This design comes from an exercise in tuning for small area on the open sky130 flow, not from production work. Function was checked by simulation only, so behaviour that the tests miss may differ from the original. Power and IR drop assume default switching activity. No driver is modelled on the clock port, so clocking that relies on it looks cheaper here than on a real chip.

==> flow/design.v (excerpt) <==
module memory_system #(
  parameter bit BOOT_LOAD = 1'b1
) (
  input  logic                  clk,
  input  logic                  reset,
  input  logic [memory_map_pkg::ADDR_W-1:0]     address,
  input  logic [memory_map_pkg::DATA_W-1:0]     to_memory,
  input  logic                  write,
  output logic [memory_map_pkg::DATA_W-1:0]     from_memory,
  output logic                  cpu_reset,
  input  logic                  load_valid,
  input  logic [memory_map_pkg::DATA_W-1:0]     load_data,
  input  logic                  load_last,
  output logic                  load_ready,
  input  logic [memory_map_pkg::PORT_BUS_W-1:0] port_in,
  output logic [memory_map_pkg::PORT_BUS_W-1:0] port_out
);
  localparam int unsigned DW = memory_map_pkg::DATA_W;
  localparam int unsigned PD = memory_map_pkg::PROG_DEPTH;
  localparam int unsigned RD = memory_map_pkg::RAM_DEPTH;
  localparam int unsigned NP = memory_map_pkg::NUM_PORTS;
  ...
Size in the first run: about 5,200 cells after synthesis, ~64,000 um^2 of cells after synthesis.
==> flow/config.mk <==
export PLATFORM = sky130hd
export DESIGN_NAME = memory_system
export DESIGN_NICKNAME = memory_system
export VERILOG_FILES = /design/flow/design.v
export SDC_FILE = /design/flow/constraint.sdc
export NUM_CORES = 4
export LEC_CHECK = 0
export CAP_MARGIN = 20
export CORE_MARGIN = 2
export CORE_UTILIZATION = 65
export GPL_TIMING_DRIVEN = 0
export SETUP_SLACK_MARGIN = 0.3
export SLEW_MARGIN = 20
export SYNTH_HIERARCHICAL = 1
export SYNTH_MINIMUM_KEEP_SIZE = 0
==> flow/constraint.sdc <==
create_clock -name core_clock -period 5.0 [get_ports {clk}]
set_input_delay 1.0000 -clock core_clock [delete_from_list [all_inputs] [get_ports {clk}]]
set_output_delay 1.0000 -clock core_clock [all_outputs]
set_load 0.01 [all_outputs]
standard.sh (not shown) runs the stock make flow with config.mk's settings and CLKGATE_MAP_FILE= SYNTH_SCRIPT=/design/flow/synth_recipe.tcl, a recipe that flattens the netlist after the stock synthesis.
==> flow/flow/run.sh <==
#!/bin/bash
# Layout flow: the standard synthesis; then the combinational cells, which
# ABC maps one small module at a time and sizes up (the storage hold gates
# become a2bb2oi_2), are set back to size 1 of the same cell (flow/downsize.py);
# then the standard layout from that netlist, with the synthesis buffers
# removed at floorplan, the smallest buffer on the ports and a clock tree built
# without dummy loads. The layout's repair steps size cells up again where
# needed. Each step's output goes to its own log in the work folder.
set -euo pipefail
R=orfs/results/${FLOW_PLATFORM}/memory_system/base
bash standard.sh synth > flow_synth.log 2>&1
python3 flow/downsize.py "$R/1_2_yosys.v" > flow_downsize.log 2>&1
export REMOVE_ABC_BUFFERS=1
export BUFFER_PORTS_ARGS="-buffer_cell sky130_fd_sc_hd__buf_1"
export CTS_ARGS="-sink_clustering_enable -repair_clock_nets -dont_use_dummy_load -sink_clustering_size 30 -sink_clustering_max_diameter 80 -buf_list {sky130_fd_sc_hd__clkbuf_8 sky130_fd_sc_hd__clkbuf_16}"
bash standard.sh finish > flow_finish.log 2>&1
Other scripts of this flow, unchanged in this note and not shown: flow/flow/downsize.py
==> next run, changes <==
--- a/flow/design.v
+++ b/flow/design.v
@@ -311,20 +311,30 @@
   cell_nand4 u_w_l0_8 (.i_a(w_t32), .i_b(w_t33), .i_c(w_t34), .i_d(w_t35), .o_y(w_l0_8));
   logic w_l0_9;
   cell_nand4 u_w_l0_9 (.i_a(w_t36), .i_b(w_t37), .i_c(w_t38), .i_d(w_t39), .o_y(w_l0_9));
   logic w_l0_10;
   cell_nand4 u_w_l0_10 (.i_a(w_t40), .i_b(w_t41), .i_c(w_t42), .i_d(w_t43), .o_y(w_l0_10));
   logic w_l1_0;
-  cell_nor4 u_w_l1_0 (.i_a(w_l0_0), .i_b(w_l0_1), .i_c(w_l0_2), .i_d(w_l0_3), .o_y(w_l1_0));
+  cell_nor2 u_w_l1_0 (.i_a(w_l0_0), .i_b(w_l0_1), .o_y(w_l1_0));
   logic w_l1_1;
-  cell_nor4 u_w_l1_1 (.i_a(w_l0_4), .i_b(w_l0_5), .i_c(w_l0_6), .i_d(w_l0_7), .o_y(w_l1_1));
+  cell_nor2 u_w_l1_1 (.i_a(w_l0_2), .i_b(w_l0_3), .o_y(w_l1_1));
   logic w_l1_2;
-  cell_nor3 u_w_l1_2 (.i_a(w_l0_8), .i_b(w_l0_9), .i_c(w_l0_10), .o_y(w_l1_2));
+  cell_nor2 u_w_l1_2 (.i_a(w_l0_4), .i_b(w_l0_5), .o_y(w_l1_2));
+  logic w_l1_3;
+  cell_nor2 u_w_l1_3 (.i_a(w_l0_6), .i_b(w_l0_7), .o_y(w_l1_3));
+  logic w_l1_4;
+  cell_nor2 u_w_l1_4 (.i_a(w_l0_8), .i_b(w_l0_9), .o_y(w_l1_4));
+  logic w_l1_5;
+  assign w_l1_5 = ~w_l0_10;
   logic w_l2_0;
   cell_nand3 u_w_l2_0 (.i_a(w_l1_0), .i_b(w_l1_1), .i_c(w_l1_2), .o_y(w_l2_0));
-  assign o_y = w_l2_0;
+  logic w_l2_1;
+  cell_nand3 u_w_l2_1 (.i_a(w_l1_3), .i_b(w_l1_4), .i_c(w_l1_5), .o_y(w_l2_1));
+  logic w_l3_0;
+  cell_nor2 u_w_l3_0 (.i_a(w_l2_0), .i_b(w_l2_1), .o_y(w_l3_0));
+  assign o_y = ~w_l3_0;
 endmodule
 module col_sel_hi (
   input  logic [103:0] i_d,
   input  logic [103:0] i_s,
   output logic o_y
 );
@@ -416,20 +426,28 @@
   cell_nand4 u_w_l0_6 (.i_a(w_t24), .i_b(w_t25), .i_c(w_t26), .i_d(w_t27), .o_y(w_l0_6));
   logic w_l0_7;
   cell_nand4 u_w_l0_7 (.i_a(w_t28), .i_b(w_t29), .i_c(w_t30), .i_d(w_t31), .o_y(w_l0_7));
   logic w_l0_8;
   cell_nand4 u_w_l0_8 (.i_a(w_t32), .i_b(w_t33), .i_c(w_t34), .i_d(w_t35), .o_y(w_l0_8));
   logic w_l1_0;
-  cell_nor3 u_w_l1_0 (.i_a(w_l0_0), .i_b(w_l0_1), .i_c(w_l0_2), .o_y(w_l1_0));
+  cell_nor2 u_w_l1_0 (.i_a(w_l0_0), .i_b(w_l0_1), .o_y(w_l1_0));
   logic w_l1_1;
-  cell_nor3 u_w_l1_1 (.i_a(w_l0_3), .i_b(w_l0_4), .i_c(w_l0_5), .o_y(w_l1_1));
+  cell_nor2 u_w_l1_1 (.i_a(w_l0_2), .i_b(w_l0_3), .o_y(w_l1_1));
   logic w_l1_2;
-  cell_nor3 u_w_l1_2 (.i_a(w_l0_6), .i_b(w_l0_7), .i_c(w_l0_8), .o_y(w_l1_2));
+  cell_nor2 u_w_l1_2 (.i_a(w_l0_4), .i_b(w_l0_5), .o_y(w_l1_2));
+  logic w_l1_3;
+  cell_nor2 u_w_l1_3 (.i_a(w_l0_6), .i_b(w_l0_7), .o_y(w_l1_3));
+  logic w_l1_4;
+  assign w_l1_4 = ~w_l0_8;
   logic w_l2_0;
   cell_nand3 u_w_l2_0 (.i_a(w_l1_0), .i_b(w_l1_1), .i_c(w_l1_2), .o_y(w_l2_0));
-  assign o_y = w_l2_0;
+  logic w_l2_1;
+  cell_nand2 u_w_l2_1 (.i_a(w_l1_3), .i_b(w_l1_4), .o_y(w_l2_1));
+  logic w_l3_0;
+  cell_nor2 u_w_l3_0 (.i_a(w_l2_0), .i_b(w_l2_1), .o_y(w_l3_0));
+  assign o_y = ~w_l3_0;
 endmodule
 module cell_hold (
   input  logic i_a1n,
   input  logic i_a2n,
   input  logic i_b1,
   input  logic i_b2,
@@ -476,23 +494,6 @@
   input  logic i_a,
   input  logic i_b,
   output logic o_y
 );
   assign o_y = ~(i_a | i_b);
 endmodule
-module cell_nor3 (
-  input  logic i_a,
-  input  logic i_b,
-  input  logic i_c,
-  output logic o_y
-);
-  assign o_y = ~(i_a | i_b | i_c);
-endmodule
-module cell_nor4 (
-  input  logic i_a,
-  input  logic i_b,
-  input  logic i_c,
-  input  logic i_d,
-  output logic o_y
-);
-  assign o_y = ~(i_a | i_b | i_c | i_d);
-endmodule
After rerunning: Count of clock-buffer cells in the layout is unchanged. Final area grows by 0.43%. Power stays flat. Setup slack gets better by 0.071 ns. Wire length shrinks by 0.88%. Non-clock buffer count grows by 2. Synthesized cell count grows by 1.7%. Critical path depth grows by 1. Sequential power barely changes. Maximum frequency grows by 1.5%. Flip-flop and latch count stays the same.

-- static timing again, ports no longer ideal --
No port has a modelled driver above. Below, the same layouts with a new extraction and two added sets of constraints. Step 1 assumes that a clkbuf_16 drives the clock port and a buf_2 every other input. Step 2, shift: input delay + t, output delay - t, t = (earliest + latest rising clock arrival at the registers) / 2. This alone moves slack from input paths to output paths. Three values: ideal, step 1, step 2; two values: the first two.
run	t, ns	slack for setup (ns)	clock arrival spread, ns	worst register clock-pin slew, ns
the first run	0.765	0.157 / 0.145 / -0.620	0.039 / 0.040	0.12 / 0.12
the second run	0.757	0.227 / 0.281 / -0.476	0.024 / 0.024	0.12 / 0.12
Met with ideal ports but missed after step 2: setup timing in the first run and the second run. For the first run, which loses most, drivers alone change the setup slack by -0.012 ns; drivers and shift together by -0.777 ns.
